Context: an optimization exercise on an open-source flow, tuned for small area, a short achievable clock period and few clock cycles per item. The choices shown serve that exercise and are no tape-out recipe.
In this exercise RTL edits were held to simulation tests only and were not proved equivalent to the original.

// load_average_core_count_governor_top
module load_average_core_count_governor_top #(
    parameter int HISTORY_DEPTH = lacg_pkg::DEF_HISTORY_DEPTH,
    parameter int NUM_CORES     = lacg_pkg::DEF_NUM_CORES
) (
    input  logic        clk,
    input  logic        rst_n,
    input  logic        evt_valid,
    output logic        evt_ready,
    input  logic [1:0]  evt_func,
    input  logic [9:0]  evt_run_count,
    input  logic [3:0]  evt_cores_online,
    input  logic        evt_offline_pending,
    input  logic        evt_screen_suspended,
    output logic        res_valid,
    input  logic        res_ready,
    output logic [2:0]  res_action,
    output logic        res_cancel_offline,
    output logic        res_start_unpause_timer,
    output logic [22:0] res_next_delay,
    output logic [16:0] res_average_load,
    output logic        res_paused_now,
    output logic        res_boost_now,
    input  logic        cfg_valid,
    output logic        cfg_ready,
    input  logic [2:0]  cfg_index,
    input  logic [15:0] cfg_data
);
    assign cfg_ready = 1'b1;
    logic        en_r;
    logic [3:0]  lo_r;
    logic [2:0]  hi_r;
    logic [15:0] ivl_r;
    logic [3:0]  scale_r;
    logic [9:0]  raise_r;
    logic [9:0]  lower_r;
    always_ff @(posedge clk or negedge rst_n) begin
        if (!rst_n) begin
            en_r    <= 1'b0;
            lo_r    <= 4'd2;
            hi_r    <= 3'd4;
            ivl_r   <= 16'd20;
            scale_r <= 4'd2;
            raise_r <= 10'd200;
            lower_r <= 10'd50;
        end else if (cfg_valid) begin
  ...
Size: ~1700 cells after synthesis, roughly 92 I/O pins, about 0.020 mm^2 of cells after synthesis.
export LEC_CHECK = 0
export CAP_MARGIN = 20
export CORE_MARGIN = 2
export CORE_UTILIZATION = 40
export CTS_CLUSTER_DIAMETER = 100
export CTS_CLUSTER_SIZE = 25
export SETUP_SLACK_MARGIN = 3.4
export SLEW_MARGIN = 20
export TNS_END_PERCENT = 5
create_clock -name core_clock -period 6.5 [get_ports {clk}]
run.sh (not shown) runs the stock make flow with config.mk's settings and CLKGATE_MAP_FILE= SYNTH_SCRIPT=/design/flow/synth_recipe.tcl, a recipe that flattens the netlist after the stock synthesis.
Testbench counts at the start, summed over its fixed seeds: cycles 12,192, events 12,000.
Edit:
- CORE_UTILIZATION: 40 -> 55
- CTS_CLUSTER_SIZE: 25 -> 20
- PLACE_DENSITY: default -> 0.7
Outcome: Area after synthesis stays the same; core utilization climbs by 18 points; die area fell by 27%; wire length fell by 2.0%; worst setup slack is better by 56 ps; final area came out lower by 0.61%; synthesized cell count does not change; cell count shrinks by 6.3%; sequential share of layout area goes up by 0.25 points.
Edit:
==> flow/flow/run.sh (new file) <==
#!/bin/bash
# Standard layout (the standard.sh), except that the buffers the flow puts on
# every input and output port are plain buf_1 cells instead of the flow's default
# choice. make's full output goes to standard.log here; ORFS keeps its per-step
# logs under orfs/logs.
set -e
echo 'export BUFFER_PORTS_ARGS = -buffer_cell sky130_fd_sc_hd__buf_1' >> config.mk
bash standard.sh > standard.log 2>&1
==> flow/standard.sh (new file) <==
#!/bin/bash
# synth_recipe.tcl (not shown) runs the flow's synth.tcl, then flattens the netlist and writes it again
# the make line also repeats each setting of config.mk as NAME=value (left out here)
make -C /OpenROAD-flow-scripts/flow DESIGN_CONFIG=/design/flow/config.mk WORK_HOME=/design/flow/orfs CLKGATE_MAP_FILE= SYNTH_SCRIPT=/design/flow/synth_recipe.tcl "${@:-finish}"
- BUFFER_PORTS_ARGS: default -> -buffer_cell sky130_fd_sc_hd__buf_1
- CORE_UTILIZATION: 55 -> 40
- PLACE_DENSITY: 0.7 -> default
- SETUP_SLACK_MARGIN: 3.4 -> 3.2
- TNS_END_PERCENT: 5 -> 0
removed: flow/run.sh
After rerunning: Final area drops by 6.1%; first-iteration DRC count drops by 24%; maximum frequency drops by 0.87%; worst setup slack degrades by 31 ps.

---

load_average_core_count_governor_top, a different RTL version from the one above (not shown whole).
For scale: roughly 1700 cells after synthesis, ~270 flip-flops, ~92 I/O pins.
// load_average_core_count_governor_top
module load_average_core_count_governor_top #(
    parameter int HISTORY_DEPTH = lacg_pkg::DEF_HISTORY_DEPTH,
    parameter int NUM_CORES     = lacg_pkg::DEF_NUM_CORES
) (
    input  logic        clk,
    input  logic        rst_n,
    input  logic        evt_valid,
    output logic        evt_ready,
    input  logic [1:0]  evt_func,
    input  logic [9:0]  evt_run_count,
    input  logic [3:0]  evt_cores_online,
    input  logic        evt_offline_pending,
    input  logic        evt_screen_suspended,
    output logic        res_valid,
    input  logic        res_ready,
    output logic [2:0]  res_action,
    output logic        res_cancel_offline,
    output logic        res_start_unpause_timer,
    output logic [22:0] res_next_delay,
    output logic [16:0] res_average_load,
    output logic        res_paused_now,
    output logic        res_boost_now,
    input  logic        cfg_valid,
    output logic        cfg_ready,
    input  logic [2:0]  cfg_index,
    input  logic [15:0] cfg_data
);
    assign cfg_ready = 1'b1;
    logic        en_r;
    logic [3:0]  lo_r;
    logic [2:0]  hi_r;
    logic [15:0] ivl_r;
    logic [3:0]  scale_r;
    logic [9:0]  raise_r;
    logic [9:0]  lower_r;
    always_ff @(posedge clk or negedge rst_n) begin
        if (!rst_n) begin
            en_r    <= 1'b0;
            lo_r    <= 4'd2;
            hi_r    <= 3'd4;
            ivl_r   <= 16'd20;
            scale_r <= 4'd2;
            raise_r <= 10'd200;
            lower_r <= 10'd50;
        end else if (cfg_valid) begin
  ...
export LEC_CHECK = 0
export CAP_MARGIN = 20
export CORE_MARGIN = 2
export CORE_UTILIZATION = 40
export SETUP_SLACK_MARGIN = 3.5
export SLEW_MARGIN = 20
create_clock -name core_clock -period 6.5 [get_ports {clk}]
Stock flow here: none of the scripts above is used.
Testbench counts at the start, summed over its fixed seeds: cycles 12,144, events 12,000.
==> next run, changes <==
Settings changed: SETUP_SLACK_MARGIN 3.5 to 4.0.
Register-to-register slack gets worse by 0.05 ns.
First-iteration DRC count climbs by 18%.
Flip-flop and latch count does not change.
Count of clock-buffer cells in the layout goes down by 1.
Non-clock buffer count is higher by 24.
Via count is higher by 2.1%.
Cell area increases by 1.7%.
Area after synthesis does not change.
Worst setup slack gets worse by 0.048 ns.

[separate check: timing with driven ports]
No port has a modelled driver above. Below, the same layouts with a new extraction and two added sets of constraints. Step 1 assumes that a clkbuf_16 drives the clock port and a buf_2 every other input. Step 2, shift: input delay + t, output delay - t, t = (earliest + latest rising clock arrival at the registers) / 2. This alone moves slack from input paths to output paths. Three values: ideal, step 1, step 2; two values: the first two.
run	shift t [ns]	setup slack, ns	worst register clock-pin slew, ns
the first run of note 1	0.579	2.860 / 2.860 / 2.860	0.10 / 0.10
the second run of note 1	0.571	2.916 / 2.916 / 2.560	0.09 / 0.09
the third run of note 1	0.580	2.885 / 2.885 / 2.495	0.09 / 0.09
the first run of note 2	0.573	1.471 / 1.471 / 1.471	0.06 / 0.06
the second run of note 2	0.575	1.423 / 1.423 / 1.423	0.06 / 0.06
After both steps every run listed still meets setup and hold. For the third run of note 1, which loses most, drivers alone change the setup slack by 0.000 ns; drivers and shift together by -0.390 ns.
